This design comes from an exercise in tuning for small area on the open sky130 flow, not from production work.
At most, simulation tests tie the RTL to the original design; equivalence was not proved.
For run 1, only the layout was checked, not whether the RTL still works.
Power figures rest on the tool's default switching activity, not on a simulated workload.

===== run.sh =====
#!/bin/bash
# synth_recipe.tcl (not shown) runs the flow's synth.tcl, then flattens the netlist and writes it again
# the make line also repeats each setting of config.mk as NAME=value (left out here)
make -C /OpenROAD-flow-scripts/flow DESIGN_CONFIG=/design/flow/config.mk WORK_HOME=/design/flow/orfs CLKGATE_MAP_FILE= SYNTH_SCRIPT=/design/flow/synth_recipe.tcl finish

===== config.mk =====
export PLATFORM = sky130hd
export DESIGN_NAME = multi_color_centroid_tracker
export DESIGN_NICKNAME = multi_color_centroid_tracker
export VERILOG_FILES = /design/flow/design.v
export SDC_FILE = /design/flow/constraint.sdc
export NUM_CORES = 4
export LEC_CHECK = 0
export CAP_MARGIN = 20
export CORE_MARGIN = 2
export CORE_UTILIZATION = 40
export CTS_BUF_LIST = sky130_fd_sc_hd__clkbuf_4
export SLEW_MARGIN = 20

===== constraint.sdc =====
create_clock -name core_clock -period 8.0 [get_ports {iCLK}]
set_input_delay 1.6000 -clock core_clock [delete_from_list [all_inputs] [get_ports {iCLK}]]
set_output_delay 1.6000 -clock core_clock [all_outputs]
set_load 0.01 [all_outputs]

===== design.v =====
module multi_color_centroid_tracker #(
  parameter int NUM_COLORS = 2,
  parameter int DATA_W     = 12,
  parameter int COORD_W    = 16,
  parameter int CNT_W      = 24,
  parameter int SUM_W      = 40,
  parameter int MIN_PIXELS = 64,
  localparam int SEL_W     = (NUM_COLORS > 1) ? $clog2(NUM_COLORS) : 1,
  localparam int C_W       = DATA_W / 3
) (
  input  logic                          iCLK,
  input  logic                          iRST,
  input  logic                          iEN,
  input  logic                          iFVAL,
  input  logic                          iDATA_VAL,
  input  logic [DATA_W-1:0]             iDATA,
  input  logic [COORD_W-1:0]            iX_Cont,
  input  logic [COORD_W-1:0]            iY_Cont,
  input  logic                          iCFG_WE,
  input  logic [SEL_W-1:0]              iCFG_SEL,
  input  logic [DATA_W-1:0]             iCFG_MEAN,
  input  logic [C_W-1:0]                iCFG_THRESH,
  output logic [NUM_COLORS-1:0]         oOBJ_VAL,
  output logic [NUM_COLORS*COORD_W-1:0] oX_POS,
  output logic [NUM_COLORS*COORD_W-1:0] oY_POS,
  output logic                          oDONE,
  output logic                          oBUSY,
  output logic                          oOVERRUN
);
  localparam int               BIT_W    = $clog2(SUM_W);
  localparam logic [BIT_W-1:0] LAST_BIT = BIT_W'(SUM_W - 1);
  localparam int               Q_W      = SUM_W - CNT_W;    
  localparam int               CL_W     = 8;                
  localparam int               SL_W     = CL_W + COORD_W;   
  localparam int               SH_W     = SUM_W - SL_W;
  localparam int               CH_W     = CNT_W - CL_W;
  typedef enum logic [2:0] {S_IDLE, S_DIV_X, S_DIV_Y, S_NEXT, S_DONE} state_t;
  function automatic logic [C_W-1:0] abs_diff(input logic [C_W-1:0] a, input logic [C_W-1:0] b);
    abs_diff = (a >= b) ? (a - b) : (b - a);
  endfunction
  function automatic logic color_match(input logic [DATA_W-1:0] pix,
                                       input logic [DATA_W-1:0] mean,
                                       input logic [C_W-1:0]    thr);
    logic ok;
    ok = 1'b1;
    for (int c = 0; c < 3; c++) begin
      if (abs_diff(pix[c*C_W +: C_W], mean[c*C_W +: C_W]) > thr) ok = 1'b0;
    end
    color_match = ok;
  endfunction
  state_t state_q, state_d;
  logic   busy;
  assign busy = (state_q != S_IDLE);
  logic fval_q, fall_q, frame_rise, clr_lo, clr_hi;
  assign frame_rise = iFVAL & ~fval_q;
  assign clr_lo     = frame_rise | fall_q;
  assign clr_hi     = (frame_rise & ~busy & ~fall_q) | (state_q == S_DONE);
  logic [1:0][DATA_W-1:0] stg_mean_q, stg_mean_d, act_mean_q;
  logic [1:0][C_W-1:0]    stg_thr_q, stg_thr_d, act_thr_q;
  always_comb begin
    stg_mean_d = stg_mean_q;
    stg_thr_d  = stg_thr_q;
    if (iRST) begin
      stg_mean_d = '0;
      stg_thr_d  = '0;
    end else if (iCFG_WE) begin
      stg_mean_d[iCFG_SEL] = iCFG_MEAN;
      stg_thr_d[iCFG_SEL]  = iCFG_THRESH;
    end
  end
  always_ff @(posedge iCLK) begin
    stg_mean_q <= stg_mean_d;
    stg_thr_q  <= stg_thr_d;
    if (iRST || !iFVAL) begin
      act_mean_q <= stg_mean_d;
      act_thr_q  <= stg_thr_d;
    end
  end
  logic [1:0] match, acc_inc;
  logic [1:0][SUM_W-1:0] acc_x_q, acc_y_q;
  logic [1:0][CNT_W-1:0] acc_cnt_q;
  logic [1:0]            acc_ovf_q;
  always_comb begin
    for (int k = 0; k < 2; k++) begin
      match[k]   = iEN & iFVAL & iDATA_VAL & color_match(iDATA, act_mean_q[k], act_thr_q[k]);
      acc_inc[k] = match[k] & (clr_lo | ~&acc_cnt_q[k]);
    end
  end
  logic                  ch_q;
  logic [BIT_W-1:0]      bit_q;
  logic [1:0][SL_W-1:0]  op_xl_q, op_yl_q;
  logic [1:0][CL_W-1:0]  op_cl_q;
  logic [1:0]            op_val_q;
  logic                  capture, ch_valid, step, div_ge;
  logic [1:0]            step_x, step_y;
  logic [CNT_W:0]        w_top;
  logic [CNT_W-1:0]      d_cur, rem_new;
  logic [CNT_W:0]        rem_sh;
  logic [CNT_W+1:0]      diff;
  assign capture  = fall_q && !busy;
  assign ch_valid = op_val_q[ch_q];
  assign step     = ((state_q == S_DIV_X) || (state_q == S_DIV_Y)) && ch_valid &&
                    (bit_q < BIT_W'(Q_W));
  always_comb begin
    for (int k = 0; k < 2; k++) begin
      step_x[k] = step && (ch_q == k) && (state_q == S_DIV_X);
      step_y[k] = step && (ch_q == k) && (state_q == S_DIV_Y);
    end
    w_top   = (state_q == S_DIV_Y) ? {acc_y_q[ch_q][SUM_W-1:SL_W], op_yl_q[ch_q][SL_W-1:Q_W-1]}
                                   : {acc_x_q[ch_q][SUM_W-1:SL_W], op_xl_q[ch_q][SL_W-1:Q_W-1]};
    d_cur   = {acc_cnt_q[ch_q][CNT_W-1:CL_W], op_cl_q[ch_q]};
    rem_sh  = w_top;
    diff    = {1'b0, rem_sh} - {2'b0, d_cur};
    div_ge  = ~diff[CNT_W+1];
    rem_new = div_ge ? diff[CNT_W-1:0] : rem_sh[CNT_W-1:0];
  end
  always_ff @(posedge iCLK) begin
    for (int k = 0; k < 2; k++) begin
      logic [SL_W:0] xl, yl;
      logic [CL_W:0] cl;
      xl = {1'b0, clr_lo ? '0 : acc_x_q[k][SL_W-1:0]} + (acc_inc[k] ? (SL_W+1)'(iX_Cont) : '0);
      yl = {1'b0, clr_lo ? '0 : acc_y_q[k][SL_W-1:0]} + (acc_inc[k] ? (SL_W+1)'(iY_Cont) : '0);
      cl = {1'b0, clr_lo ? '0 : acc_cnt_q[k][CL_W-1:0]} + (CL_W+1)'(acc_inc[k]);
      acc_x_q[k][SL_W-1:0]   <= xl[SL_W-1:0];
      acc_y_q[k][SL_W-1:0]   <= yl[SL_W-1:0];
      acc_cnt_q[k][CL_W-1:0] <= cl[CL_W-1:0];
      if (step_x[k]) acc_x_q[k][SUM_W-1:SL_W] <= rem_new[CNT_W-1:SL_W-Q_W];
      else acc_x_q[k][SUM_W-1:SL_W] <= (clr_hi ? '0 : acc_x_q[k][SUM_W-1:SL_W]) + SH_W'(xl[SL_W]);
      if (step_y[k]) acc_y_q[k][SUM_W-1:SL_W] <= rem_new[CNT_W-1:SL_W-Q_W];
      else acc_y_q[k][SUM_W-1:SL_W] <= (clr_hi ? '0 : acc_y_q[k][SUM_W-1:SL_W]) + SH_W'(yl[SL_W]);
      acc_cnt_q[k][CNT_W-1:CL_W] <= (clr_hi ? '0 : acc_cnt_q[k][CNT_W-1:CL_W]) + CH_W'(cl[CL_W]);
      acc_ovf_q[k] <= (~clr_lo & acc_ovf_q[k]) | (match[k] & ~acc_inc[k]);
    end
  end
  always_ff @(posedge iCLK) begin
    for (int k = 0; k < 2; k++) begin
      if (capture) begin
        op_xl_q[k]  <= acc_x_q[k][SL_W-1:0];
        op_yl_q[k]  <= acc_y_q[k][SL_W-1:0];
        op_cl_q[k]  <= acc_cnt_q[k][CL_W-1:0];
        op_val_q[k] <= (acc_cnt_q[k] >= CNT_W'(MIN_PIXELS)) && !acc_ovf_q[k];
      end else begin
        if (step_x[k]) op_xl_q[k] <= {rem_new[SL_W-Q_W-1:0], op_xl_q[k][Q_W-2:0], div_ge};
        if (step_y[k]) op_yl_q[k] <= {rem_new[SL_W-Q_W-1:0], op_yl_q[k][Q_W-2:0], div_ge};
      end
    end
  end
  always_comb begin
    state_d = state_q;
    case (state_q)
      S_IDLE:  if (fall_q) state_d = S_DIV_X;
      S_DIV_X: begin
        if (!ch_valid)              state_d = S_NEXT;
        else if (bit_q == LAST_BIT) state_d = S_DIV_Y;
      end
      S_DIV_Y: if (bit_q == LAST_BIT) state_d = S_NEXT;
      S_NEXT:  state_d = ch_q ? S_DONE : S_DIV_X;
      S_DONE:  state_d = S_IDLE;
      default: state_d = S_IDLE;
    endcase
  end
  assign oBUSY    = busy;
  assign oDONE    = (state_q == S_DONE);
  assign oOVERRUN = fall_q && busy;
  always_ff @(posedge iCLK) begin
    case (state_q)
      S_IDLE: begin
        ch_q  <= 1'b0;
        bit_q <= '0;
      end
      S_DIV_X, S_DIV_Y: begin
        if (ch_valid) bit_q <= (bit_q == LAST_BIT) ? '0 : bit_q + 1'b1;
      end
      S_NEXT: ch_q <= 1'b1;
      default: ;
    endcase
  end
  logic [1:0]              obj_val_q;
  logic [1:0][COORD_W-1:0] x_pos_q, y_pos_q;
  always_ff @(posedge iCLK) begin
    if (iRST) begin
      fval_q    <= 1'b0;
      fall_q    <= 1'b0;
      state_q   <= S_IDLE;
      obj_val_q <= '0;
      x_pos_q   <= '0;
      y_pos_q   <= '0;
    end else begin
      fval_q  <= iFVAL;
      fall_q  <= fval_q & ~iFVAL;
      state_q <= state_d;
      if (state_q == S_NEXT) begin
        obj_val_q[ch_q] <= ch_valid;
        x_pos_q[ch_q]   <= ch_valid ? op_xl_q[ch_q][COORD_W-1:0] : '0;
        y_pos_q[ch_q]   <= ch_valid ? op_yl_q[ch_q][COORD_W-1:0] : '0;
      end
    end
  end
  assign oOBJ_VAL = obj_val_q;
  assign oX_POS   = x_pos_q;
  assign oY_POS   = y_pos_q;
endmodule

==> results.json, run 1 <==
{
  "fmax_ghz": 0.132,
  "synth_fp_nets": 3054,
  "synth-compound-area-share": 0.131,
  "p_seq_frac": 0.309,
  "synthAdderAreaFrac": 0.0966,
  "hold_path_class": "register to register",
  "ios": 136,
  "power_switching_w": 0.00375,
  "synth-simple-area-share": 0.206,
  "fin_crit_sh": 0.944,
  "core_area_um2": 63300,
  "reg2reg_slack_ns": 1.20,
  "synthToLayoutAreaGrowth_pct": 22.4,
  "place_ws_ns": -0.907,
  "viasPerCell": 5.22,
  "drv_slew": 0,
  "seqCellArea_um2": 10900,
  "setup_viol": 0,
  "wl_met3_um": 3690,
  "fp-row-count": 92,
  "ant_nets": 0,
  "first_pass_iters": 5,
  "synth_top_family_by_area": "simple AND/OR/NAND/NOR gates",
  "yosys-top-cells-area": "dfxtp_1 24%, edfxtp_1 18%, ha_1 8.3%",
  "drive_gt1_frac": 0.178,
  "muxShareOfSynthArea": 0.0530,
  "tritoncts": "yes",
  "start_util": 0.406,
  "drt-total-wl_um": 70900,
  "multi_input_area_um2": 14200,
  "fin_tns_setup_ns": 0,
  "internal_power_w": 0.00598,
  "drcViolationCount": 0,
  "vias": 21600,
  "cp_max_fo": 4,
  "clk_pin_slew_ns": 0.07,
  "status": "no timing/DRC/antenna violations",
  "synth-seq-cells": 466,
  "syn_avg_cell_area_um2": 9.18,
  "path_class": "primary input to register",
  "cts_root_buf": "clkbuf_4",
  "worst_ep_required_time_ns": 8.90,
  "grt_start_max_net_pins": 85,
  "place_congestion": 0.906,
  "finalInstanceArea_um2": 31400,
  "irDropWorstVdd_mv": 0.427,
  "netlist_instances": 2799,
  "cts.htree.levels": 4,
  "synth_xor_area_frac": 0.0600,
  "worst_slack_ns": 0.444,
  "cts_buffer_depth": 3,
  "hold_viol_final": 0,
  "start_kind": "primary input",
  "io_buffer_count": 135,
  "seq_area_frac_synth": 0.423,
  "arrival_ns": 8.45,
  "chipWidth_um": 257,
  "combPwrFrac": 0.446,
  "cts.sinks": 466,
  "antenna_found_initial": 3,
  "ys.warnings.count": 1,
  "syn_area_um2": 25700,
  "grt_pass1_vias": 22200,
  "dr.max_layer_used": "met5",
  "nets": 3441,
  "p_leak_nw": 13.3,
  "power_density_nw_per_um2": 310,
  "placed_cell_area_um2": 29400,
  "grt_util_all_layers": 0.216,
  "skew_ns": 0.0674,
  "cp-end-kind": "register",
  "grt_pass1_wl_um": 115000,
  "slowest_delay_ns": 0.42,
  "dp_hpwl_um": 50900,
  "clkLatencyLatePin_ns": 1.00,
  "yosysTopAreaCell": "dfxtp_1",
  "crit_slowest_cell": "clkdlybuf4s50_1",
  "rsz0062_at_grt": "yes",
  "synth_top_cell_area_share": 0.244,
  "fillers": 6007,
  "drtIter0Drc": 1083,
  "ys.flop_type": "dfxtp_1",
  "drt-met1-wl_um": 31300,
  "dr_wl_met2_um": 33300,
  "synth_edf_count": 153,
  "ys_types": 74,
  "async_reset_ff_frac": 0,
  "worst_slew_pin_slew_ns": 0.993,
  "avgRoutedWirePerCell_um": 17.1,
  "swShare": 0.386,
  "cap_violations": 0,
  "dieArea_um2": 66200,
  "post-route-min-period_ns": 7.56,
  "overflow": 0,
  "slew_headroom": 0.338,
  "numCtsBuffers": 135,
  "die_h_um": 257,
  "clkPwrFrac": 0.245
}
[worst paths after layout]
kind | start | end | depth (start not counted)
min reg2reg | acc_cnt_q[0] | op_cl_q[0] | 0
max reg2reg | act_mean_q[12] | acc_x_q[76] | 40
min | acc_cnt_q[0] | op_cl_q[0] | 0
max | iDATA[0] | acc_x_q[36] | 40
[stage by stage]
| step | instances | power (W) | util | hold slack, ns |
|---|---|---|---|---|
| after CTS | 4139 | 0.00979 | 0.494 | 0.432 |
| after global placement | 3893 | 0.00728 | 0.465 | 0.415 |
| after global routing | 4144 | 0.0104 | 0.496 | 0.466 |
| after floorplan | 2799 | 0.00621 | - | 0.400 |
| after detailed placement | 3893 | 0.00736 | 0.465 | 0.410 |
| final | 4145 | 0.00973 | 0.496 | 0.430 |
[per-layer routing]
layer / GRT usage / vias to the layer above
met3: 0.0461 / 165
met1: 0.269 / 10300
met2: 0.356 / 541
met5: 0 / -
li1: - / 10700
met4: 0.0996 / 4
[logic make-up after synthesis]
| group | count (synthesis) |
|---|---|
| compound gates | 535 |
| xor+xnor | 176 |
| fa+ha+maj | 188 |
| buf+inv | 205 |
| flops | 466 |
| mux | 99 |
| simple gates | 1130 |
[final cells by class]
class	count	area share
timing repair buffer	370	0.0993
clock buffer	207	0.0495
tap	846	0.0337
clock inverter	39	0.00864
sequential	466	0.346
multi-input combinational	2128	0.453
antenna	4	0.000319
inverter	85	0.0102
[critical path: cells and delay by family]
family / cells / cell delay, ns
buffers and inverters: 7 / 1.06
adders and majority gates: 7 / 1.75
and+or+nand+nor: 11 / 1.46
muxes: 2 / 0.64
xor gates and xnor gates: 1 / 0.14
AOI/OAI and AO/OA: 12 / 1.81
[power groups by stage]
stage	combinational [W]	clock, W	sequential (W)
6_report	0.00434	0.00239	0.00301
5_1_grt	0.00479	0.00258	0.00303
4_1_cts	0.00433	0.00245	0.00301
3_5_place_dp	0.00430	0	0.00306
3_3_place_gp	0.00422	0	0.00305
2_1_floorplan	0.00320	0	0.00301
[cell usage in the layout, fill, tap and decap left out, drive strengths merged, types with 52 or more instances in the layout]
cell type / instances
nand3: 163
inv: 89
clkdlybuf4s50: 133
o21ai: 109
a21o: 80
and2: 151
clkbuf: 207
nand2: 485
ha: 171
xor2: 77
edfxtp: 153
dfxtp: 313
mux2i: 52
buf: 236
xnor2: 99
a21oi: 221
nor2: 142
[cells in the mapped netlist (all sizes together) (80+ instances only)]
cell    number
nand2      485
a21oi      221
ha         171
edfxtp     153
inv         85
and2       151
xnor2       99
nand3      163
clkbuf      97
a21o        80
dfxtp      313
nor2       142
o21ai      109
[timing repair]
| item | CTS | global route |
|---|---|---|
| resized for setup | 0 | 38 |
| buffers inserted | 0 | 2 |
| setup endpoints to repair | 0 | 33 |
| hold buffers | 0 | 0 |
==> run 2: changes to the inputs <==
--- a/design.v
+++ b/design.v
@@ -93,7 +93,7 @@
   logic [1:0]            op_val_q;
   logic                  capture, ch_valid, step, div_ge;
   logic [1:0]            step_x, step_y;
-  logic [CNT_W:0]        w_top;
+  logic [SUM_W-1:0]      w_cur, w_new;
   logic [CNT_W-1:0]      d_cur, rem_new;
   logic [CNT_W:0]        rem_sh;
   logic [CNT_W+1:0]      diff;
@@ -106,13 +106,14 @@
       step_x[k] = step && (ch_q == k) && (state_q == S_DIV_X);
       step_y[k] = step && (ch_q == k) && (state_q == S_DIV_Y);
     end
-    w_top   = (state_q == S_DIV_Y) ? {acc_y_q[ch_q][SUM_W-1:SL_W], op_yl_q[ch_q][SL_W-1:Q_W-1]}
-                                   : {acc_x_q[ch_q][SUM_W-1:SL_W], op_xl_q[ch_q][SL_W-1:Q_W-1]};
+    w_cur   = (state_q == S_DIV_Y) ? {acc_y_q[ch_q][SUM_W-1:SL_W], op_yl_q[ch_q]}
+                                   : {acc_x_q[ch_q][SUM_W-1:SL_W], op_xl_q[ch_q]};
     d_cur   = {acc_cnt_q[ch_q][CNT_W-1:CL_W], op_cl_q[ch_q]};
-    rem_sh  = w_top;
+    rem_sh  = {w_cur[SUM_W-1:Q_W], w_cur[Q_W-1]};
     diff    = {1'b0, rem_sh} - {2'b0, d_cur};
     div_ge  = ~diff[CNT_W+1];
     rem_new = div_ge ? diff[CNT_W-1:0] : rem_sh[CNT_W-1:0];
+    w_new   = {rem_new, w_cur[Q_W-2:0], div_ge};
   end
   always_ff @(posedge iCLK) begin
     for (int k = 0; k < 2; k++) begin
@@ -124,9 +125,9 @@
       acc_x_q[k][SL_W-1:0]   <= xl[SL_W-1:0];
       acc_y_q[k][SL_W-1:0]   <= yl[SL_W-1:0];
       acc_cnt_q[k][CL_W-1:0] <= cl[CL_W-1:0];
-      if (step_x[k]) acc_x_q[k][SUM_W-1:SL_W] <= rem_new[CNT_W-1:SL_W-Q_W];
+      if (step_x[k]) acc_x_q[k][SUM_W-1:SL_W] <= w_new[SUM_W-1:SL_W];
       else acc_x_q[k][SUM_W-1:SL_W] <= (clr_hi ? '0 : acc_x_q[k][SUM_W-1:SL_W]) + SH_W'(xl[SL_W]);
-      if (step_y[k]) acc_y_q[k][SUM_W-1:SL_W] <= rem_new[CNT_W-1:SL_W-Q_W];
+      if (step_y[k]) acc_y_q[k][SUM_W-1:SL_W] <= w_new[SUM_W-1:SL_W];
       else acc_y_q[k][SUM_W-1:SL_W] <= (clr_hi ? '0 : acc_y_q[k][SUM_W-1:SL_W]) + SH_W'(yl[SL_W]);
       acc_cnt_q[k][CNT_W-1:CL_W] <= (clr_hi ? '0 : acc_cnt_q[k][CNT_W-1:CL_W]) + CH_W'(cl[CL_W]);
       acc_ovf_q[k] <= (~clr_lo & acc_ovf_q[k]) | (match[k] & ~acc_inc[k]);
@@ -140,8 +141,8 @@
         op_cl_q[k]  <= acc_cnt_q[k][CL_W-1:0];
         op_val_q[k] <= (acc_cnt_q[k] >= CNT_W'(MIN_PIXELS)) && !acc_ovf_q[k];
       end else begin
-        if (step_x[k]) op_xl_q[k] <= {rem_new[SL_W-Q_W-1:0], op_xl_q[k][Q_W-2:0], div_ge};
-        if (step_y[k]) op_yl_q[k] <= {rem_new[SL_W-Q_W-1:0], op_yl_q[k][Q_W-2:0], div_ge};
+        if (step_x[k]) op_xl_q[k] <= w_new[SL_W-1:0];
+        if (step_y[k]) op_yl_q[k] <= w_new[SL_W-1:0];
       end
     end
   end
--- a/config.mk
+++ b/config.mk
@@ -8,5 +8,4 @@
 export CAP_MARGIN = 20
 export CORE_MARGIN = 2
 export CORE_UTILIZATION = 40
-export CTS_BUF_LIST = sky130_fd_sc_hd__clkbuf_4
 export SLEW_MARGIN = 20
==> results.json, run 2 <==
{
  "first_pass_iters": 7,
  "synth_fp_nets": 2998,
  "drt-total-wl_um": 75800,
  "final_cell_mix": "436 x nand2_1, 313 x dfxtp_1, 244 x buf_4, 201 x a21oi_1, 161 x ha_1",
  "antenna_found_initial": 1,
  "die_h_um": 257,
  "arrival_ns": 8.36,
  "combPwrFrac": 0.462,
  "overflow": 0,
  "hold_viol_final": 0,
  "crit_family": "compound AO/OA/AOI/OAI gates",
  "chipWidth_um": 257,
  "hold_path_class": "register to register",
  "yosysTopAreaCell": "dfxtp_1",
  "syn_area_um2": 25600,
  "clkLatencyLatePin_ns": 0.62,
  "worst_slew_pin_slew_ns": 0.932,
  "synth.most_common_cell": "nand2_1",
  "cts.sinks": 466,
  "worst_slack_ns": 0.158,
  "fin_crit_sh": 0.980,
  "crit_slowest_cell": "or4_4",
  "ys_types": 76,
  "ant_nets": 0,
  "met3_usage": 0.0492,
  "cp-end-kind": "register",
  "netlist_instances": 2743,
  "cts_buffer_depth": 3,
  "drive_gt1_frac": 0.154,
  "layout_commonest_cell": "nand2_1",
  "placed_cell_area_um2": 29500,
  "drcViolationCount": 0,
  "synth-seq-cells": 466,
  "hold_path_end": "op_cl_q[8]",
  "power_density_nw_per_um2": 321,
  "synth_top_cell_area_share": 0.244,
  "power_switching_w": 0.00405,
  "start_util": 0.406,
  "grt_util_all_layers": 0.224,
  "slew_headroom": 0.372,
  "seq_area_frac_synth": 0.424,
  "r2r_start": "act_mean_q[0]",
  "min_path_cells": 0,
  "p_leak_nw": 12.9,
  "finalInstanceArea_um2": 31600,
  "slowest_delay_ns": 0.57,
  "internal_power_w": 0.00609,
  "place_ws_ns": -1.34,
  "start_kind": "primary input",
  "numCtsBuffers": 50,
  "tritoncts": "yes",
  "dieArea_um2": 66100,
  "syn_avg_cell_area_um2": 9.34,
  "cts.htree.levels": 2,
  "cp_num_cells": 40,
  "drv_slew": 0,
  "synth_edf_count": 153,
  "cap_violations": 0,
  "async_reset_ff_frac": 0,
  "r2r-end": "acc_x_q[38]",
  "irDropWorstVdd_mv": 0.574,
  "viasPerCell": 5.40,
  "p_seq_frac": 0.305,
  "drtIter0Drc": 1486,
  "avgRoutedWirePerCell_um": 19.2,
  "hold_slack_ns": 0.437,
  "hold_path.startpoint": "acc_cnt_q[24]",
  "path_buf_inv": 9,
  "crit_top_cell": "ha_4",
  "cp_max_fo": 8,
  "setup_viol": 0,
  "ys.warnings.count": 1,
  "ys.flop_type": "dfxtp_1",
  "place_inst": 3846,
  "top_usage_layer": "met2",
  "grt_start_max_net_pins": 104,
  "dp_hpwl_um": 56100,
  "n_antenna_cell": 0,
  "worstRegToRegCells": 37,
  "reg2reg_slack_ns": 0.95,
  "skew_ns": 0.0398,
  "core_area_um2": 63200,
  "cts_hold_buf": 0,
  "swShare": 0.399,
  "grt_pass1_vias": 21300,
  "fin_tns_setup_ns": 0,
  "clkPwrFrac": 0.233,
  "grt_pass1_wl_um": 118000,
  "fmax_ghz": 0.128,
  "worst_ep_required_time_ns": 8.52,
  "grt_use_met1": 0.311,
  "fin_cells": 3955,
  "io_buffer_count": 135,
  "cts_root_buf": "clkbuf_16",
  "clk_pin_slew_ns": 0.06,
  "post-route-min-period_ns": 7.84,
  "path_class": "primary input to register",
  "vias": 21300,
  "nets": 3323,
  "yosys-top-cells-area": "dfxtp_1 24%, edfxtp_1 18%, ha_1 8.3%",
  "grt_use_met2": 0.350,
  "fp-row-count": 92,
  "place_congestion": 0.907,
  "yosys-top-cells-count": "436 x nand2_1, 313 x dfxtp_1, 212 x a21oi_1, 171 x ha_1, 160 x nor2_1",
  "synthToLayoutAreaGrowth_pct": 23.3,
  "status": "no timing/DRC/antenna violations",
  "ios": 136
}
run 2: per-stage QoR:
stage	total power, W	utilization
2_1_floorplan	0.00649	-
3_3_place_gp	0.00761	0.466
3_5_place_dp	0.00769	0.466
4_1_cts	0.0101	0.496
5_1_grt	0.0107	0.500
6_report	0.0101	0.500
run 2: final cells by class:
type	instances	area, um2
fill	5718	31600
clock inverter	24	298
tap	846	1060
multi-input combinational	2076	14400
inverter	88	337
sequential	466	10900
timing repair buffer	386	3300
clock buffer	69	1380
run 2: cell families (layout without fill, tap and decap cells):
logic type	after synthesis	after routing	share of synthesized area
and+or+nand+nor	1084	1084	0.200
AOI/OAI and AO/OA	513	513	0.124
muxes	100	100	0.0591
xor gates and xnor gates	191	191	0.0653
buffers and inverters	201	567	0.0307
adders and majority gates	188	188	0.0967
DFF	466	466	0.424
run 2: routing by layer:
metal  vias to the layer above  wire, um  part of all wire
met1                     10300     34400              0.45
li1                      10300         -                 -
met5                         -         0                 0
met2                       626     33900              0.45
met4                         0      2050             0.027
met3                       124      5470             0.072
run 2: worst max-delay path by stage:
stage | endpoint | start
2_1_floorplan | acc_x_q[78] | iDATA[0]
4_1_cts | acc_x_q[32] | iDATA[5]
3_5_place_dp | acc_x_q[36] | iDATA[0]
6_report | acc_x_q[38] | iDATA[0]
3_3_place_gp | acc_x_q[32] | iDATA[0]
5_1_grt | acc_x_q[38] | iDATA[0]
run 2: timing repair:
action / 4_1_cts / 5_1_grt
resized for setup: 41 / 57
pin swaps: 19 / 46
buffers inserted: 5 / 10
setup endpoints to repair: 43 / 47
cloned: 1 / 0
run 2: power groups by stage:
stage               clock, W  combinational [W]  sequential [W]
CTS                  0.00241            0.00461         0.00309
global route         0.00250            0.00512         0.00311
global placement           0            0.00449         0.00312
finish               0.00237            0.00469         0.00309
detailed placement         0            0.00456         0.00313
floorplan                  0            0.00341         0.00307
==> run 3: changes to the inputs <==
--- a/design.v
+++ b/design.v
@@ -93,7 +93,7 @@
   logic [1:0]            op_val_q;
   logic                  capture, ch_valid, step, div_ge;
   logic [1:0]            step_x, step_y;
-  logic [SUM_W-1:0]      w_cur, w_new;
+  logic [CNT_W:0]        w_top;
   logic [CNT_W-1:0]      d_cur, rem_new;
   logic [CNT_W:0]        rem_sh;
   logic [CNT_W+1:0]      diff;
@@ -106,30 +106,43 @@
       step_x[k] = step && (ch_q == k) && (state_q == S_DIV_X);
       step_y[k] = step && (ch_q == k) && (state_q == S_DIV_Y);
     end
-    w_cur   = (state_q == S_DIV_Y) ? {acc_y_q[ch_q][SUM_W-1:SL_W], op_yl_q[ch_q]}
-                                   : {acc_x_q[ch_q][SUM_W-1:SL_W], op_xl_q[ch_q]};
+    w_top   = (state_q == S_DIV_Y) ? {acc_y_q[ch_q][SUM_W-1:SL_W], op_yl_q[ch_q][SL_W-1:Q_W-1]}
+                                   : {acc_x_q[ch_q][SUM_W-1:SL_W], op_xl_q[ch_q][SL_W-1:Q_W-1]};
     d_cur   = {acc_cnt_q[ch_q][CNT_W-1:CL_W], op_cl_q[ch_q]};
-    rem_sh  = {w_cur[SUM_W-1:Q_W], w_cur[Q_W-1]};
+    rem_sh  = w_top;
     diff    = {1'b0, rem_sh} - {2'b0, d_cur};
     div_ge  = ~diff[CNT_W+1];
     rem_new = div_ge ? diff[CNT_W-1:0] : rem_sh[CNT_W-1:0];
-    w_new   = {rem_new, w_cur[Q_W-2:0], div_ge};
-  end
-  always_ff @(posedge iCLK) begin
-    for (int k = 0; k < 2; k++) begin
-      logic [SL_W:0] xl, yl;
-      logic [CL_W:0] cl;
-      xl = {1'b0, clr_lo ? '0 : acc_x_q[k][SL_W-1:0]} + (acc_inc[k] ? (SL_W+1)'(iX_Cont) : '0);
-      yl = {1'b0, clr_lo ? '0 : acc_y_q[k][SL_W-1:0]} + (acc_inc[k] ? (SL_W+1)'(iY_Cont) : '0);
-      cl = {1'b0, clr_lo ? '0 : acc_cnt_q[k][CL_W-1:0]} + (CL_W+1)'(acc_inc[k]);
-      acc_x_q[k][SL_W-1:0]   <= xl[SL_W-1:0];
-      acc_y_q[k][SL_W-1:0]   <= yl[SL_W-1:0];
-      acc_cnt_q[k][CL_W-1:0] <= cl[CL_W-1:0];
-      if (step_x[k]) acc_x_q[k][SUM_W-1:SL_W] <= w_new[SUM_W-1:SL_W];
-      else acc_x_q[k][SUM_W-1:SL_W] <= (clr_hi ? '0 : acc_x_q[k][SUM_W-1:SL_W]) + SH_W'(xl[SL_W]);
-      if (step_y[k]) acc_y_q[k][SUM_W-1:SL_W] <= w_new[SUM_W-1:SL_W];
-      else acc_y_q[k][SUM_W-1:SL_W] <= (clr_hi ? '0 : acc_y_q[k][SUM_W-1:SL_W]) + SH_W'(yl[SL_W]);
-      acc_cnt_q[k][CNT_W-1:CL_W] <= (clr_hi ? '0 : acc_cnt_q[k][CNT_W-1:CL_W]) + CH_W'(cl[CL_W]);
+  end
+  logic [1:0] cx_q, cy_q, cc_q;
+  always_ff @(posedge iCLK) begin
+    for (int k = 0; k < 2; k++) begin
+      logic [COORD_W-1:0]        xb, yb;
+      logic [COORD_W:0]          xs, ys;
+      logic [SL_W-COORD_W:0]     xm, ym;
+      logic [CL_W-1:0]           cb;
+      logic [CL_W:0]             cs;
+      xb = clr_lo ? '0 : acc_x_q[k][COORD_W-1:0];
+      yb = clr_lo ? '0 : acc_y_q[k][COORD_W-1:0];
+      cb = clr_lo ? '0 : acc_cnt_q[k][CL_W-1:0];
+      xs = {1'b0, xb} + {1'b0, iX_Cont};
+      ys = {1'b0, yb} + {1'b0, iY_Cont};
+      cs = {1'b0, cb} + (CL_W+1)'(acc_inc[k]);
+      xm = {1'b0, clr_lo ? '0 : acc_x_q[k][SL_W-1:COORD_W]} + (SL_W-COORD_W+1)'(~clr_lo & cx_q[k]);
+      ym = {1'b0, clr_lo ? '0 : acc_y_q[k][SL_W-1:COORD_W]} + (SL_W-COORD_W+1)'(~clr_lo & cy_q[k]);
+      acc_x_q[k][COORD_W-1:0] <= acc_inc[k] ? xs[COORD_W-1:0] : xb;
+      acc_y_q[k][COORD_W-1:0] <= acc_inc[k] ? ys[COORD_W-1:0] : yb;
+      acc_cnt_q[k][CL_W-1:0]  <= cs[CL_W-1:0];
+      cx_q[k] <= acc_inc[k] & xs[COORD_W];
+      cy_q[k] <= acc_inc[k] & ys[COORD_W];
+      cc_q[k] <= cs[CL_W];
+      acc_x_q[k][SL_W-1:COORD_W] <= xm[SL_W-COORD_W-1:0];
+      acc_y_q[k][SL_W-1:COORD_W] <= ym[SL_W-COORD_W-1:0];
+      if (step_x[k]) acc_x_q[k][SUM_W-1:SL_W] <= rem_new[CNT_W-1:SL_W-Q_W];
+      else acc_x_q[k][SUM_W-1:SL_W] <= (clr_hi ? '0 : acc_x_q[k][SUM_W-1:SL_W]) + SH_W'(xm[SL_W-COORD_W]);
+      if (step_y[k]) acc_y_q[k][SUM_W-1:SL_W] <= rem_new[CNT_W-1:SL_W-Q_W];
+      else acc_y_q[k][SUM_W-1:SL_W] <= (clr_hi ? '0 : acc_y_q[k][SUM_W-1:SL_W]) + SH_W'(ym[SL_W-COORD_W]);
+      acc_cnt_q[k][CNT_W-1:CL_W] <= (clr_hi ? '0 : acc_cnt_q[k][CNT_W-1:CL_W]) + CH_W'(~clr_lo & cc_q[k]);
       acc_ovf_q[k] <= (~clr_lo & acc_ovf_q[k]) | (match[k] & ~acc_inc[k]);
     end
   end
@@ -141,8 +154,8 @@
         op_cl_q[k]  <= acc_cnt_q[k][CL_W-1:0];
         op_val_q[k] <= (acc_cnt_q[k] >= CNT_W'(MIN_PIXELS)) && !acc_ovf_q[k];
       end else begin
-        if (step_x[k]) op_xl_q[k] <= w_new[SL_W-1:0];
-        if (step_y[k]) op_yl_q[k] <= w_new[SL_W-1:0];
+        if (step_x[k]) op_xl_q[k] <= {rem_new[SL_W-Q_W-1:0], op_xl_q[k][Q_W-2:0], div_ge};
+        if (step_y[k]) op_yl_q[k] <= {rem_new[SL_W-Q_W-1:0], op_yl_q[k][Q_W-2:0], div_ge};
       end
     end
   end
--- a/config.mk
+++ b/config.mk
@@ -8,4 +8,5 @@
 export CAP_MARGIN = 20
 export CORE_MARGIN = 2
 export CORE_UTILIZATION = 40
+export CTS_BUF_LIST = sky130_fd_sc_hd__clkbuf_4
 export SLEW_MARGIN = 20
==> results.json, run 3 <==
{
  "status": "no timing/DRC/antenna violations",
  "viasPerCell": 5.26,
  "synth-seq-cells": 472,
  "vias": 20600,
  "grt_pass1_wl_um": 110000,
  "path_class": "primary input to register",
  "setup_viol": 0,
  "grt_start_max_net_pins": 87,
  "first_pass_iters": 5,
  "tritoncts": "yes",
  "fin_crit_sh": 0.745,
  "numCtsBuffers": 134,
  "synth_edf_count": 153,
  "core_area_um2": 63200,
  "die_h_um": 257,
  "chipWidth_um": 257,
  "drt-total-wl_um": 68300,
  "fin_cells": 3927,
  "crit_slowest_cell": "clkdlybuf4s50_1",
  "cts_hold_buf": 0,
  "hold_viol_final": 0,
  "arrival_ns": 6.82,
  "drtIter0Drc": 1158,
  "synthAdderAreaFrac": 0.101,
  "irDropWorstVdd_mv": 0.309,
  "path_buf_inv": 4,
  "start_kind": "primary input",
  "ys.warnings.count": 1,
  "multi_input_area_um2": 13800,
  "drcViolationCount": 0,
  "yosysTopAreaCell": "dfxtp_1",
  "cp_num_cells": 21,
  "place_congestion": 0.890,
  "nets": 3231,
  "clk_pin_slew_ns": 0.06,
  "synth.most_common_cell": "nand2_1",
  "yosys-top-cells-area": "dfxtp_1 25%, edfxtp_1 18%, ha_1 8.7%",
  "cts_root_buf": "clkbuf_4",
  "cts_buffer_depth": 3,
  "finalInstanceArea_um2": 29600,
  "cap_violations": 0,
  "dp_hpwl_um": 49300,
  "synth_fp_nets": 3058,
  "path_cells": "clkdlybuf4s50_1, inv_1, ha_1, a21o_1, a21o_1, a21oi_1, mux2_2, ha_1, nor2b_1, o21a_1, o21a_1, o21ai_0, nand4_1, nand2b_2, buf_4, inv_1, ha_1, ha_1, nand2_1, or3_1, a21oi_1",
  "rsz0062_at_grt": "no",
  "final_cell_mix": "513 x nand2_1, 319 x dfxtp_1, 212 x clkbuf_4, 179 x ha_1, 178 x a21oi_1",
  "synth_xor_area_frac": 0.0684,
  "fp-row-count": 92,
  "crit_top_cell": "ha_1",
  "cts_setup_buffers": 0,
  "grt_util_all_layers": 0.206,
  "worst_slew_pin_slew_ns": 1.07,
  "worst_slack_ns": 2.04,
  "ios": 136,
  "worstRegToRegCells": 13,
  "place_ws_ns": 1.08,
  "seq_area_frac_synth": 0.429,
  "ys_types": 65,
  "layout_commonest_cell": "nand2_1",
  "ys.flop_type": "dfxtp_1",
  "start_util": 0.405,
  "netlist_instances": 2795,
  "grt_pass1_vias": 20800,
  "post-route-min-period_ns": 5.96,
  "synth-compound-area-share": 0.121,
  "antenna_found_initial": 2,
  "syn_avg_cell_area_um2": 9.17,
  "skew_ns": 0.0582,
  "hold_path_class": "register to register",
  "ant_nets": 0,
  "worst_ep_required_time_ns": 8.86,
  "dieArea_um2": 66100,
  "synth_top_cell_area_share": 0.249,
  "p_leak_nw": 12.0,
  "synth_top_family_by_area": "simple AND/OR/NAND/NOR gates",
  "async_reset_ff_frac": 0,
  "placed_cell_area_um2": 27700,
  "cp_max_fo": 65,
  "crit_family": "compound AO/OA/AOI/OAI gates",
  "clkLatencyLatePin_ns": 0.96,
  "yosys-top-cells-count": "515 x nand2_1, 319 x dfxtp_1, 179 x a21oi_1, 179 x ha_1, 173 x o21ai_0",
  "cts_resized": 0,
  "slew_headroom": 0.284,
  "syn_area_um2": 25600,
  "fillers": 5990,
  "drive_gt1_frac": 0.106,
  "cts.sinks": 472,
  "overflow": 0,
  "fin_tns_setup_ns": 0,
  "place_inst": 3678,
  "slowest_delay_ns": 0.63,
  "synthToLayoutAreaGrowth_pct": 15.6,
  "drv_slew": 0,
  "muxShareOfSynthArea": 0.0517,
  "totalPowerFinal_w": 0.00906,
  "io_buffer_count": 135,
  "power_density_nw_per_um2": 306,
  "cp-end-kind": "register",
  "min_path_cells": 2,
  "avgRoutedWirePerCell_um": 17.4,
  "cts.htree.levels": 4,
  "fmax_ghz": 0.168,
  "synth-simple-area-share": 0.196,
  "seqCellArea_um2": 11000
}
==> run 3: cell types whose count changed in the layout (fill, tap and decap cells not counted), sizes merged, moves of 14 or more <==
cell    before  now
a21oi      214  180
and2       155  110
buf        252   25
clkbuf      71  212
mux2        11   25
mux4        40   25
nand2      436  515
nand3      134  161
nand4       23   37
nor2       161  122
o21ai       79  180
o22ai       26   10
xor2        89  111
==> run 3: area by class of cell <==
cell class | instances | area share
multi-input combinational | 2107 | 0.467
sequential | 472 | 0.371
clock buffer | 212 | 0.0538
timing repair buffer | 159 | 0.0517
tap | 846 | 0.0358
inverter | 94 | 0.0120
clock inverter | 34 | 0.00867
antenna | 3 | 0.000254
==> run 3: worst paths after layout <==
path	from	endpoint	slack [ns]
worst max-delay path	iDATA[5]	acc_cnt_q[30]	2.04
worst min-delay path	register	register	0.45
worst max register to register	state_q[1]	acc_y_q[25]	2.66
worst min register to register	register	register	0.45
==> run 3: power breakdown <==
part / switching, W / total (W) / internal (W)
Sequential: 0.000121 / 0.00300 / 0.00288
Combinational: 0.00221 / 0.00365 / 0.00143
Clock: 0.00107 / 0.00241 / 0.00133
Total: 0.00341 / 0.00906 / 0.00565
==> run 3: worst min-delay path: stages, from the launching register on <==
cell and delay [ns]:
dfxtp_1 0.31, nand2_1 0.05, a21oi_1 0.05
==> run 3: cells by family (layout without fill, tap and decap cells) <==
| family | count (synthesis) | after routing |
|---|---|---|
| mux | 96 | 96 |
| fa+ha+maj | 196 | 196 |
| other cells | 0 | 3 |
| compound gates | 525 | 525 |
| simple gates | 1090 | 1090 |
| buf+inv | 216 | 499 |
| flops | 472 | 472 |
| xor+xnor | 200 | 200 |
==> run 3: per-stage QoR <==
stage	hold slack, ns	utilization
final	0.453	0.468
after global routing	0.458	0.468
after CTS	0.455	0.468
after detailed placement	0.435	0.439
after global placement	0.442	0.439
after floorplan	0.408	-
==> run 3: per-layer routing <==
metal,global-route usage,vias up,share of wire
li1,-,10200,-
met1,0.264,9904,0.45
met2,0.346,444,0.48
met3,0.0411,116,0.044
met4,0.0724,0,0.026
met5,0,-,0
==> run 4: changes to the inputs <==
--- a/design.v
+++ b/design.v
@@ -34,17 +34,21 @@
   localparam int               SL_W     = CL_W + COORD_W;   
   localparam int               SH_W     = SUM_W - SL_W;
   localparam int               CH_W     = CNT_W - CL_W;
+  localparam int               DL_W     = CNT_W / 2;        
   typedef enum logic [2:0] {S_IDLE, S_DIV_X, S_DIV_Y, S_NEXT, S_DONE} state_t;
-  function automatic logic [C_W-1:0] abs_diff(input logic [C_W-1:0] a, input logic [C_W-1:0] b);
-    abs_diff = (a >= b) ? (a - b) : (b - a);
-  endfunction
   function automatic logic color_match(input logic [DATA_W-1:0] pix,
                                        input logic [DATA_W-1:0] mean,
                                        input logic [C_W-1:0]    thr);
-    logic ok;
+    logic           ok, s;
+    logic [C_W:0]   d, t;
+    logic [C_W-1:0] e;
     ok = 1'b1;
     for (int c = 0; c < 3; c++) begin
-      if (abs_diff(pix[c*C_W +: C_W], mean[c*C_W +: C_W]) > thr) ok = 1'b0;
+      d = {1'b0, pix[c*C_W +: C_W]} - {1'b0, mean[c*C_W +: C_W]};
+      s = d[C_W];
+      e = d[C_W-1:0] ^ {C_W{s}};
+      t = {1'b0, thr} + {1'b0, ~e} + {{C_W{1'b0}}, ~s};
+      if (!t[C_W]) ok = 1'b0;
     end
     color_match = ok;
   endfunction
@@ -96,11 +100,14 @@
   logic [CNT_W:0]        w_top;
   logic [CNT_W-1:0]      d_cur, rem_new;
   logic [CNT_W:0]        rem_sh;
-  logic [CNT_W+1:0]      diff;
+  logic                  div_run, brw_q;
+  logic [DL_W:0]         diff_lo;
+  logic [CNT_W-DL_W+1:0] diff_hi;
   assign capture  = fall_q && !busy;
   assign ch_valid = op_val_q[ch_q];
-  assign step     = ((state_q == S_DIV_X) || (state_q == S_DIV_Y)) && ch_valid &&
-                    (bit_q < BIT_W'(Q_W));
+  assign div_run  = ((state_q == S_DIV_X) || (state_q == S_DIV_Y)) && ch_valid &&
+                    (bit_q < BIT_W'(2 * Q_W));
+  assign step     = div_run && bit_q[0];
   always_comb begin
     for (int k = 0; k < 2; k++) begin
       step_x[k] = step && (ch_q == k) && (state_q == S_DIV_X);
@@ -110,9 +117,10 @@
                                    : {acc_x_q[ch_q][SUM_W-1:SL_W], op_xl_q[ch_q][SL_W-1:Q_W-1]};
     d_cur   = {acc_cnt_q[ch_q][CNT_W-1:CL_W], op_cl_q[ch_q]};
     rem_sh  = w_top;
-    diff    = {1'b0, rem_sh} - {2'b0, d_cur};
-    div_ge  = ~diff[CNT_W+1];
-    rem_new = div_ge ? diff[CNT_W-1:0] : rem_sh[CNT_W-1:0];
+    diff_lo = {1'b0, rem_sh[DL_W-1:0]} - {1'b0, d_cur[DL_W-1:0]};
+    diff_hi = {1'b0, rem_sh[CNT_W:DL_W]} - {2'b0, d_cur[CNT_W-1:DL_W]} - (CNT_W-DL_W+2)'(brw_q);
+    div_ge  = ~diff_hi[CNT_W-DL_W+1];
+    rem_new = div_ge ? {diff_hi[CNT_W-DL_W-1:0], diff_lo[DL_W-1:0]} : rem_sh[CNT_W-1:0];
   end
   logic [1:0] cx_q, cy_q, cc_q;
   always_ff @(posedge iCLK) begin
@@ -159,6 +167,9 @@
       end
     end
   end
+  always_ff @(posedge iCLK) begin
+    if (div_run && !bit_q[0]) brw_q <= diff_lo[DL_W];
+  end
   always_comb begin
     state_d = state_q;
     case (state_q)
--- a/config.mk
+++ b/config.mk
@@ -8,5 +8,7 @@
 export CAP_MARGIN = 20
 export CORE_MARGIN = 2
 export CORE_UTILIZATION = 40
-export CTS_BUF_LIST = sky130_fd_sc_hd__clkbuf_4
+export CTS_BUF_LIST = sky130_fd_sc_hd__clkbuf_8
+export CTS_CLUSTER_DIAMETER = 60
+export CTS_CLUSTER_SIZE = 12
 export SLEW_MARGIN = 20
==> results.json, run 4 <==
{
  "cts_setup_buffers": 0,
  "yosys-top-cells-area": "dfxtp_1 25%, edfxtp_1 18%, ha_1 8.0%",
  "synth_top_cell_area_share": 0.250,
  "vias": 20300,
  "drive_gt1_frac": 0.0640,
  "fmax_ghz": 0.181,
  "avgRoutedWirePerCell_um": 17.7,
  "grt_start_max_net_pins": 65,
  "power_density_nw_per_um2": 160,
  "drv_slew": 0,
  "worst_slew_pin_slew_ns": 0.929,
  "start_kind": "primary input",
  "fin_tns_setup_ns": 0,
  "dieArea_um2": 66000,
  "seqCellArea_um2": 11000,
  "irDropWorstVdd_mv": 0.0992,
  "antenna_found_initial": 0,
  "place_congestion": 0.853,
  "status": "no timing/DRC/antenna violations",
  "numCtsBuffers": 47,
  "yosys-top-cells-count": "494 x nand2_1, 319 x dfxtp_1, 193 x a21oi_1, 164 x ha_1, 161 x nand3_1",
  "grt_pass1_vias": 20000,
  "post-route-min-period_ns": 5.52,
  "finalInstanceArea_um2": 28700,
  "synthToLayoutAreaGrowth_pct": 12.2,
  "cts.htree.levels": 2,
  "tritoncts": "yes",
  "place_inst": 3699,
  "synth-seq-cells": 473,
  "die_h_um": 257,
  "path_class": "primary input to register",
  "fin_crit_sh": 0.690,
  "nets": 3147,
  "ant_nets": 0,
  "final_cell_mix": "492 x nand2_1, 319 x dfxtp_1, 192 x a21oi_1, 164 x ha_1, 161 x nand3_1",
  "grt_util_all_layers": 0.200,
  "core_area_um2": 63200,
  "fin_cells": 3785,
  "multi_input_area_um2": 13800,
  "cap_violations": 0,
  "grt_pass1_wl_um": 107000,
  "synth_edf_count": 154,
  "ys.flop_type": "dfxtp_1",
  "hold_slack_ns": 0.452,
  "seq_area_frac_synth": 0.430,
  "syn_area_um2": 25600,
  "ys.warnings.count": 1,
  "syn_avg_cell_area_um2": 9.12,
  "drt-total-wl_um": 66900,
  "synth.most_common_cell": "nand2_1",
  "worst_ep_required_time_ns": 8.58,
  "cp_max_fo": 8,
  "slew_headroom": 0.381,
  "viasPerCell": 5.36,
  "hold_path_class": "register to register",
  "cts_hold_buf": 0,
  "hold_viol_final": 0,
  "n_antenna_cell": 0,
  "cp-end-kind": "register",
  "start_util": 0.405,
  "io_buffer_count": 135,
  "ys_types": 72,
  "fp-row-count": 92,
  "chipWidth_um": 257,
  "fillers": 6010,
  "ios": 136,
  "cts.sinks": 473,
  "dp_hpwl_um": 48600,
  "first_pass_iters": 7,
  "cts_root_buf": "clkbuf_8",
  "drcViolationCount": 0,
  "async_reset_ff_frac": 0,
  "setup_viol": 0,
  "drtIter0Drc": 1257,
  "arrival_ns": 6.10,
  "synth_fp_nets": 3051,
  "cts_resized": 0,
  "layout_commonest_cell": "nand2_1",
  "rsz0062_at_grt": "no",
  "netlist_instances": 2807,
  "cts_buffer_depth": 3,
  "clk_pin_slew_ns": 0.09,
  "overflow": 0,
  "yosysTopAreaCell": "dfxtp_1",
  "p_leak_nw": 11.3,
  "skew_ns": 0.0258,
  "clkLatencyLatePin_ns": 0.66,
  "placed_cell_area_um2": 27800
}
[run 4: cell count changes after synthesis, sizes merged, moves of 16 or more]
cell / before / now
o21ai: 180 / 122
nor2: 122 / 153
mux2: 25 / 51
nor3: 31 / 54
nand2: 515 / 494
a21o: 68 / 48
a21oi: 180 / 196
mux2i: 46 / 30
[run 4: kinds of logic (layout without fill, tap and decap cells)]
logic type,Yosys count,after routing,share of synthesized area
flip-flops,473,473,0.430
AND/OR/NAND/NOR,1124,1124,0.203
adder cells (fa/ha/maj),177,177,0.0903
AO/OA/AOI/OAI,511,511,0.122
XOR/XNOR,193,193,0.0661
buffers and inverters,225,357,0.0342
multiplexers,104,104,0.0544
[run 4: final timing paths]
| path | from | endpoint | slack (ns) | depth (start not counted) |
|---|---|---|---|---|
| hold / removal | register | register | 0.45 | 2 |
| setup / recovery | iDATA[4] | acc_cnt_q[6] | 2.48 | 21 |
| hold reg to reg | register | register | 0.45 | 2 |
| setup reg to reg | state_q[1] | op_xl_q[24] | 3.27 | 14 |
[run 4: routing by layer]
metal	up-vias	part of all wire	track usage
li1	10000	-	-
met1	9729	0.46	0.268
met2	431	0.48	0.340
met3	111	0.040	0.0225
met4	0	0.024	0.0554
met5	-	0	0
[run 4: report_power, final]
group | total, W | switching [W] | internal [W]
clock | 0.00154 | 0.000877 | 0.000664
sequential | 0.00254 | 0.0000192 | 0.00252
combinational | 0.000506 | 0.000298 | 0.000208
[run 4: final cells by class]
type	count	share of cell area
flip-flops and latches	473	0.383
inverters	106	0.0139
repair buffers	166	0.0558
clock buffers	52	0.0249
clock inverters	33	0.00640
multi-input cells	2109	0.479
well taps	846	0.0369
[run 4: metrics by stage]
step	setup WS [ns]	total power, W	utilization
after floorplan	2.71	0.00293	-
after global routing	2.20	0.00479	0.455
after detailed placement	1.79	0.00309	0.440
after CTS	2.49	0.00463	0.454
final	2.48	0.00458	0.455
after global placement	1.71	0.00308	0.440
[run 4: worst max-delay path, stage by stage]
cell,delay [ns]
clkdlybuf4s50_1,0.40
inv_1,0.08
ha_1,0.15
inv_1,0.06
fa_1,0.48
mux2_2,0.31
a22o_1,0.23
a22oi_1,0.18
nor2_1,0.06
a31oi_1,0.16
ha_1,0.17
o21ai_0,0.08
o31ai_1,0.29
nand4_1,0.21
nand2b_2,0.27
clkinv_1,0.28
ha_1,0.29
ha_1,0.21
nand2_1,0.11
or3_1,0.36
a21oi_1,0.13

[static timing again, ports no longer ideal]
In the flow no input, the clock included, has a driving cell. The finished layouts below were timed again as built, in two steps.
Step 1 (the two cells are an assumption about what drives the block):
set clk [get_ports {iCLK}]
set_driving_cell -lib_cell sky130_fd_sc_hd__clkbuf_16 $clk
set_driving_cell -lib_cell sky130_fd_sc_hd__buf_2 [delete_from_list [all_inputs] $clk]
Step 2 adds t to the input delays and takes it off the output delays; t is the mean of the earliest and latest rising clock arrival at the registers after step 1. Input paths then give back, and output paths get back, about the clock's delay inside the block.
a / b / c = no drivers / after step 1 / after step 2; a / b = the first two.
| run | t (ns) | setup WS [ns] | worst slew at a driven data input, ns |
|---|---|---|---|
| run 1 | 1.027 | 0.444 / 0.479 / -0.548 | 0.08 |
| run 2 | 0.662 | 0.158 / 0.185 / -0.477 | 0.07 |
| run 3 | 0.982 | 2.042 / 2.062 / 1.080 | 0.05 |
| run 4 | 0.704 | 2.476 / 2.512 / 1.808 | 0.06 |
Met with ideal ports but missed after step 2: setup timing in run 1 and run 2. For run 1, which loses most, drivers alone change the setup slack by +0.035 ns; drivers and shift together by -0.992 ns.
